Background: an optimization exercise with open tools, aiming at small area. Do not read the settings as production practice.
In this exercise RTL edits were held to simulation tests only and were not proved equivalent to the original.
Power and IR drop assume default switching activity.

v27:
## mipsPipe
module mipsPipe (
	input  logic clk,
	input  logic reset,
	output logic [32-1:0] imemAddr,
	input  logic [32-1:0] imemData,
	output logic [32-1:0] dmemAddr,
	output logic [32-1:0] dmemWdata,
	output logic dmemWe,
	input  logic [32-1:0] dmemRdata
);
	logic [2:0] ph;        
	logic rot;             
	logic [31:2] pc;
	logic [31:0] addrQ;    
	logic [31:0] dataQ;    
	logic carry;           
	logic pcCarry;         
	logic flag;            
	logic boot;            
	logic [5:0] op, fn;
	logic [4:0] rs, rt, rd;
	assign op = imemData[31:26];
	assign rs = imemData[25:21];
	assign rt = imemData[20:16];
	assign rd = imemData[15:11];
	assign fn = imemData[5:0];
	logic isR, fAdd, fSub, fAnd, fOr, fSlt, isAddi, isLw, isSw, isBeq, isJ;
	assign isR = (op == 6'b000000);
	assign fAdd = isR && (fn == 6'b100000);
	assign fSub = isR && (fn == 6'b100010);
	assign fAnd = isR && (fn == 6'b100100);
	assign fOr = isR && (fn == 6'b100101);
	assign fSlt = isR && (fn == 6'b101010);
	assign isAddi = (op == 6'b001000);
	assign isLw = (op == 6'b100011);
	assign isSw = (op == 6'b101011);
	assign isBeq = (op == 6'b000100);
	assign isJ = (op == 6'b000010);
	logic twoTurns, lastTurn;
	assign twoTurns = fSlt || isBeq || isLw || isSw;
	assign lastTurn = rot || !twoTurns || boot;
	logic [3:0] wd;
	logic [4:0] dest;
	logic wen;
	logic [31:1] selA, selB, selW;
	logic [123:0] ringOuts;
	oneHot5 decA (.code(rs), .hot(selA));
	oneHot5 decB (.code(rt), .hot(selB));
  ...
For scale: ~1800 cells after synthesis, ~160 I/O pins, roughly 27000 sq um of cells after synthesis.
==> flow/config.mk <==
export PLATFORM = sky130hd
export DESIGN_NAME = mipsPipe
export DESIGN_NICKNAME = mipsPipe
export VERILOG_FILES = /design/flow/design.v
export SDC_FILE = /design/flow/constraint.sdc
export NUM_CORES = 4
export LEC_CHECK = 0
export CAP_MARGIN = 20
export CORE_MARGIN = 2
export CORE_UTILIZATION = 65
export CTS_BUF_LIST = sky130_fd_sc_hd__clkbuf_8
export CTS_CLUSTER_DIAMETER = 60
export CTS_CLUSTER_SIZE = 20
export SLEW_MARGIN = 20
export SYNTH_HIERARCHICAL = 1
export SYNTH_MINIMUM_KEEP_SIZE = 0
==> flow/constraint.sdc <==
create_clock -name core_clock -period 7.0 [get_ports {clk}]
set_input_delay 1.4000 -clock core_clock [delete_from_list [all_inputs] [get_ports {clk}]]
set_output_delay 1.4000 -clock core_clock [all_outputs]
set_load 0.01 [all_outputs]
standard.sh (not shown) runs the stock make flow with config.mk's settings and CLKGATE_MAP_FILE= SYNTH_SCRIPT=/design/flow/synth_recipe.tcl, a recipe that flattens the netlist after the stock synthesis.
==> flow/flow/run.sh <==
#!/bin/bash
# The standard layout with two changes:
#  - after synthesis, each combinational cell is swapped for the smallest cell of
#    its family (flow/downsize.tcl); the flow's own repair steps size cells back up
#    where timing, slew or load need it
#  - each port is buffered by the smallest buffer cell
# Each step's full output goes to its own log in this folder.
set -euo pipefail
export BUFFER_PORTS_ARGS="-buffer_cell sky130_fd_sc_hd__buf_1"
bash standard.sh synth > synth.log 2>&1
SYNTH_ODB=orfs/results/sky130hd/mipsPipe/base/1_synth.odb \
DONT_USE_LIST="sky130_fd_sc_hd__probe_p_8 sky130_fd_sc_hd__probec_p_8 sky130_fd_sc_hd__lpflow_*" \
	openroad -no_init -exit flow/downsize.tcl > downsize.log 2>&1
bash standard.sh > standard_flow.log 2>&1
==> flow/flow/downsize.tcl <==
# Swap each combinational cell of the synthesized netlist for the smallest cell of
# its family (same function and pins, e.g. a21oi_2 -> a21oi_1). Timing repair later
# in the flow sizes cells back up where the design needs it.
set platform $::env(FLOW_HOME)/platforms/sky130hd
read_lef $platform/lef/sky130_fd_sc_hd.tlef
read_lef $platform/lef/sky130_fd_sc_hd_merged.lef
read_liberty $platform/lib/sky130_fd_sc_hd__tt_025C_1v80.lib
set odb $::env(SYNTH_ODB)
read_db $odb

set dont_use {}
foreach p $::env(DONT_USE_LIST) { lappend dont_use $p }

# smallest-area member of each family
array set best {}
foreach lc [get_lib_cells */*] {
  set name [get_name $lc]
  if {![regexp {^(sky130_fd_sc_hd__.+)_([0-9]+)$} $name -> fam size]} continue
  set skip 0
  foreach p $dont_use { if {[string match $p $name]} { set skip 1 } }
  if {$skip} continue
  set a [get_property $lc area]
  if {![info exists best($fam)] || $a < [lindex $best($fam) 1]} {
    set best($fam) [list $name $a]
  }
}

set saved 0.0
set n 0
foreach inst [get_cells *] {
  set lc [get_lib_cells -of_objects $inst]
  set name [get_name $lc]
  # registers, latches, ties and physical cells stay as they are
  if {[regexp {__(s?e?df|dl|conb|tap|fill|decap|diode)} $name]} continue
  if {![regexp {^(sky130_fd_sc_hd__.+)_([0-9]+)$} $name -> fam size]} continue
  if {![info exists best($fam)]} continue
  set b [lindex $best($fam) 0]
  set a [get_property $lc area]
  if {$b ne $name && [lindex $best($fam) 1] < $a} {
    replace_cell $inst $b
    set saved [expr {$saved + $a - [lindex $best($fam) 1]}]
    incr n
  }
}
puts "downsized $n cells, saving [format %.1f $saved] um2"
write_db $odb
Looking at the reports, v27 completed the entire flow and the layout it produced met the timing, design-rule and antenna checks.
#### Input delta (v19 over v27)
- GPL_TIMING_DRIVEN now 0, previously not set
diff --git a/flow/flow/run.sh b/flow/flow/run.sh
--- a/flow/flow/run.sh
+++ b/flow/flow/run.sh
@@ -8,4 +8,5 @@
 set -euo pipefail
 export BUFFER_PORTS_ARGS="-buffer_cell sky130_fd_sc_hd__buf_1"
+export REMOVE_ABC_BUFFERS=1
 bash standard.sh synth > synth.log 2>&1
 SYNTH_ODB=orfs/results/sky130hd/mipsPipe/base/1_synth.odb \
diff --git a/flow/flow/downsize.tcl b/flow/flow/downsize.tcl
--- a/flow/flow/downsize.tcl
+++ b/flow/flow/downsize.tcl
@@ -45,2 +45,5 @@
 puts "downsized $n cells, saving [format %.1f $saved] um2"
 write_db $odb
+set tot 0.0
+foreach inst [get_cells *] { set tot [expr {$tot + [get_property [get_lib_cells -of_objects $inst] area]}] }
+puts "area after [format %.1f $tot]"
==> comparison <==
- Summary of the comparison: power density normalized to cell area is higher in v19, relative to v27.
- Both conditions hold for v19: the flow ran to the end and the final layout passed the timing, design-rule and antenna checks.
- Changes observed in v19 relative to v27: wire length shows a reduction of 3.9%; global-route track usage on met1 shrank by 1.3 points; leakage power total now larger.
- Of the two candidates, v27 has the worse largest voltage drop on the vdd net and v19 the better one.
- Compared with v27, ratio of routed vias to standard cells in v19 increased slightly.
- Worst hold slack in v19 is 14 ps above v27.
- Compared with v27, v19 ends up with more cell area.
Input changes introduced in v35 (baseline for comparison: v19):
- CORE_UTILIZATION changed from 65 to 70
- GPL_TIMING_DRIVEN removed (was 0)
Sort v19 and v35 by share of final layout cell area taken by non-clock buffers asc -> top: v35. [v35 vs v19] sequential share of power: higher in v35. On non-clock buffer count: between v19 and v35, it ends up higher for v19. Of v19 and v35, the lower die boundary width belongs to v35. Comparing the two runs side by side, v35 comes out ahead of v19 on internal portion of total power. As far as gate count of the mapped netlist goes, v19 and v35 are indistinguishable; the numbers are identical. v35 vs v19 — first-iteration DRC count climbed by more than 10%. Summary of v35 over v19: instance area at placement -about 0.6%; final setup slack of the worst path climbed 550 ps; utilization after layout has increased. v35 went all the way through the flow, and no timing, DRC or antenna check failed.

* * *

build 7:
The RTL this note starts from:
==> flow/design.v <==
`timescale 1ns/10ps
module mipsPipe (
	input  logic clk,
	input  logic reset,
	output logic [32-1:0] imemAddr,
	input  logic [32-1:0] imemData,
	output logic [32-1:0] dmemAddr,
	output logic [32-1:0] dmemWdata,
	output logic dmemWe,
	input  logic [32-1:0] dmemRdata
);
	logic [2:0] ph;        
	logic rot;             
	logic [31:2] pc;
	logic [31:0] addrQ;    
	logic [31:0] dataQ;    
	logic carry;           
	logic pcCarry;         
	logic flag;            
	logic [5:0] op, fn;
	logic [4:0] rs, rt, rd;
	assign op = imemData[31:26];
	assign rs = imemData[25:21];
	assign rt = imemData[20:16];
	assign rd = imemData[15:11];
	assign fn = imemData[5:0];
	logic isR, fAdd, fSub, fAnd, fOr, fSlt, isAddi, isLw, isSw, isBeq, isJ;
	assign isR = (op == 6'b000000);
	assign fAdd = isR && (fn == 6'b100000);
	assign fSub = isR && (fn == 6'b100010);
	assign fAnd = isR && (fn == 6'b100100);
	assign fOr = isR && (fn == 6'b100101);
	assign fSlt = isR && (fn == 6'b101010);
	assign isAddi = (op == 6'b001000);
	assign isLw = (op == 6'b100011);
	assign isSw = (op == 6'b101011);
	assign isBeq = (op == 6'b000100);
	assign isJ = (op == 6'b000010);
	logic twoTurns, lastTurn;
	assign twoTurns = fSlt || isBeq || isLw || isSw;
	assign lastTurn = rot || !twoTurns;
	logic [3:0] ringOut [32];
	logic [3:0] wd;
	logic [4:0] dest;
	logic wen;
	assign ringOut[0] = 4'd0;
	genvar gi;
	generate
		for (gi = 1; gi < 32; gi++) begin : gReg
			logic [31:0] ring;
			always_ff @(posedge clk) begin
				ring <= {(wen && dest == gi) ? wd : ring[3:0], ring[31:4]};
			end
			assign ringOut[gi] = ring[3:0];
		end
	endgenerate
	logic [3:0] a, b;
	assign a = ringOut[rs];
	assign b = ringOut[rt];
	logic [3:0] insD, immD;
	always_comb begin
		case (ph)
			3'd0: insD = imemData[3:0];
			3'd1: insD = imemData[7:4];
			3'd2: insD = imemData[11:8];
			3'd3: insD = imemData[15:12];
			3'd4: insD = imemData[19:16];
			3'd5: insD = imemData[23:20];
			default: insD = imemData[27:24];
		endcase
	end
	assign immD = ph[2] ? {4{imemData[15]}} : insD;
	logic useImm, sub;
	logic [3:0] bOp, sum, res;
	logic cOut;
	assign useImm = isAddi || isLw || isSw;
	assign sub = fSub || fSlt;
	assign bOp = useImm ? immD : b;
	assign {cOut, sum} = {1'b0, a} + {1'b0, sub ? ~bOp : bOp} + {4'd0, (ph == 3'd0) ? sub : carry};
	assign res = fAnd ? (a & b) : fOr ? (a | b) : sum;
	assign dest = isR ? rd : rt;
	assign wen = rot ? (fSlt || isLw) : (fAdd || fSub || fAnd || fOr || isAddi);
	always_comb begin
		if (!rot) begin
			wd = res;
		end else if (isLw) begin
			wd = (ph == 3'd0) ? dmemRdata[3:0] : dataQ[3:0];
		end else begin
			wd = {3'd0, flag && ph == 3'd0};
		end
	end
	logic [3:0] pcD, pcSum, nextD;
	logic pcCOut;
	always_comb begin
		case (ph)
			3'd0: pcD = pc[5:2];
			3'd1: pcD = pc[9:6];
			3'd2: pcD = pc[13:10];
			3'd3: pcD = pc[17:14];
			3'd4: pcD = pc[21:18];
			3'd5: pcD = pc[25:22];
			3'd6: pcD = pc[29:26];
			default: pcD = {2'b00, pc[31:30]};
		endcase
	end
	assign {pcCOut, pcSum} = {1'b0, pcD} + {1'b0, (isBeq && !flag) ? immD : 4'd0} +
		{4'd0, (ph == 3'd0) ? 1'b1 : pcCarry};
	always_comb begin
		if (!isJ || ph == 3'd7) begin
			nextD = pcSum;
		end else if (ph == 3'd6) begin
			nextD = {pcSum[3:2], insD[1:0]};
		end else begin
			nextD = insD;
		end
	end
	always_ff @(posedge clk) begin
		carry <= cOut;
		pcCarry <= pcCOut;
		addrQ <= {res, addrQ[31:4]};
		if (!rot) begin
			if (isBeq) begin
				flag <= (flag && ph != 3'd0) || (a != b);
			end else if (ph == 3'd7) begin
				flag <= (a[3] != b[3]) ? a[3] : sum[3];
			end
		end
		if (rot && isLw && ph == 3'd0) begin
			dataQ <= {nextD, dmemRdata[31:4]};
		end else begin
			dataQ <= {(!rot && isSw) ? b : nextD, dataQ[31:4]};
		end
	end
	always_ff @(posedge clk) begin
		if (reset) begin
			ph <= 3'd0;
			rot <= 1'b0;
			pc <= '0;
		end else begin
			ph <= ph + 3'd1;
			if (ph == 3'd7) begin
				rot <= !lastTurn;
				if (lastTurn) begin
					pc <= {nextD[1:0], dataQ[31:4]};
				end
			end
		end
	end
	assign imemAddr = {pc, 2'b00};
	assign dmemAddr = addrQ;
	assign dmemWdata = dataQ;
	assign dmemWe = isSw && rot && ph == 3'd0;
endmodule
clock: 7.0 ns
lec_check: 0
cap_margin: 20
core_margin: 2
core_utilization: 40
cts_buf_list: sky130_fd_sc_hd__clkbuf_4
slew_margin: 20
run.sh (not shown) runs the stock make flow with config.mk's settings and CLKGATE_MAP_FILE= SYNTH_SCRIPT=/design/flow/synth_recipe.tcl, a recipe that flattens the netlist after the stock synthesis.
Stock flow here: none of the scripts above is used.
Per the final summary, build 7 finished and its layout is clean on timing, DRC and antenna.
Input changes introduced in build 90 (baseline for comparison: build 7):
- a change of CTS_BUF_LIST from sky130_fd_sc_hd__clkbuf_4 to sky130_fd_sc_hd__clkbuf_8
- a change of CORE_UTILIZATION from 40 to 65
- an added CTS_CLUSTER_DIAMETER of 60
- an added CTS_CLUSTER_SIZE of 20
Notes after the runs:
Compared with build 7, build 90 shows final wirelength that has gone down by a few percent. Worst path buffer plus inverter count, build 90 and build 7: lower on build 90. Required arrival time at the worst endpoint: build 90 vs build 7 down 0.26 ns. Build 90 -> build 7: synthesized cell count delta 0, exact match. For build 90, the first element of the critical path was imemData[24], unlike build 7, where it was imemData[20].
> inputs changed (build 90 -> build 73)
- a change of CTS_CLUSTER_SIZE from 20 to 10
- a deleted CTS_CLUSTER_DIAMETER that had been 60
- a change of CTS_BUF_LIST from sky130_fd_sc_hd__clkbuf_8 to sky130_fd_sc_hd__clkbuf_2 sky130_fd_sc_hd__clkbuf_4
- a change of CORE_UTILIZATION from 65 to 40
Findings:
Compared with build 90, build 73 shows a higher final cell count without fillers.
On hold slack, build 73 does worse than build 90.
Build 73: fraction of area in multi-input gates is 1.6 points lower than what build 90 reported.
Taking build 90 as the reference, in build 73 share of cell area taken by flip-flops and latches now sits lower, clock power share went up, overall power after layout increased 2.1 mW, portion of the layout cell area used by clock cells increased 5.8 points.
Input-level comparison between build 94 and build 73:
- changing CTS_CLUSTER_SIZE from 10 to 20
- setting CTS_CLUSTER_DIAMETER to 60 for the first time
- changing CTS_BUF_LIST from sky130_fd_sc_hd__clkbuf_2 sky130_fd_sc_hd__clkbuf_4 to sky130_fd_sc_hd__clkbuf_8
- changing CORE_UTILIZATION from 40 to 65
==> flow/flow/run.sh (new file) <==
#!/bin/bash
# The standard layout, with each port buffered by the smallest buffer cell
# instead of the default choice. Everything else is the standard flow's own flow.
set -euo pipefail
export BUFFER_PORTS_ARGS="-buffer_cell sky130_fd_sc_hd__buf_1"
bash standard.sh > standard_flow.log 2>&1
==> flow/standard.sh (new file) <==
#!/bin/bash
# synth_recipe.tcl (not shown) runs the flow's synth.tcl, then flattens the netlist and writes it again
# the make line also repeats each setting of config.mk as NAME=value (left out here)
make -C /OpenROAD-flow-scripts/flow DESIGN_CONFIG=/design/flow/config.mk WORK_HOME=/design/flow/orfs CLKGATE_MAP_FILE= SYNTH_SCRIPT=/design/flow/synth_recipe.tcl "${@:-finish}"
removed: flow/run.sh
Notes after the runs:
- Compared with build 73, build 94 shows met2 routed wirelength lower by 4.4 mm.
- Overall power delta (build 94 − build 73): favourable
- Diff build 73 -> build 94: final critical delay including setup and external delays shrank by 0.26 ns, final critical-path setup slack increased by 0.26 ns relative to the old numbers, final period utilization -3.7 points.
- Area of the die (build 73 / build 94): 1.6
- On build 94: post-detailed-routing wire length is about 7% lower than what build 73 gave.
- When the final numbers for build 73 and build 94 were put side by side, the sum of routed wire segments on met1 turned out to be smaller in build 94.
- Compared to build 73, build 94 has average wire per standard cell about 17% higher.
- | register-to-register slack | build 94 vs build 73 | 0.56 ns higher |
- Against build 73, cell count in build 94 fell by more than 10%.

-- re-timing with driven ports --
The results above use ideal ports. As a check the final layouts listed here were re-extracted and re-timed, cells and wires unchanged. Step 1, drivers: a clkbuf_16 drives clk and a buf_2 each remaining input, both assumed. Step 2 times the ports against the registers' clock, not the clock port: input delays grow and output delays shrink by t, the midpoint of the rising clock arrivals with the driver on. a / b / c = ideal / step 1 / step 2; a / b = the first two.
run	t (ns)	slack for setup (ns)	worst setup path at the end	worst register clock-pin slew, ns	worst slew at a driven data input, ns
v27	0.705	1.217 / 1.230 / 0.526	input to register	0.12 / 0.12	0.07
v19	0.711	0.680 / 0.703 / -0.008	input to register	0.11 / 0.11	0.07
v35	0.758	1.227 / 1.250 / 0.492	input to register	0.12 / 0.12	0.08
build 7	1.036	1.237 / 1.233 / 0.197	input to register	0.09 / 0.09	0.09
build 90	0.744	1.147 / 1.150 / 0.407	input to register	0.12 / 0.12	0.08
build 73	1.036	1.237 / 1.233 / 0.197	input to register	0.09 / 0.09	0.09
build 94	0.745	1.498 / 1.497 / 0.752	input to register	0.12 / 0.12	0.07
With both steps, setup timing fails in v19, where it was met with ideal ports.
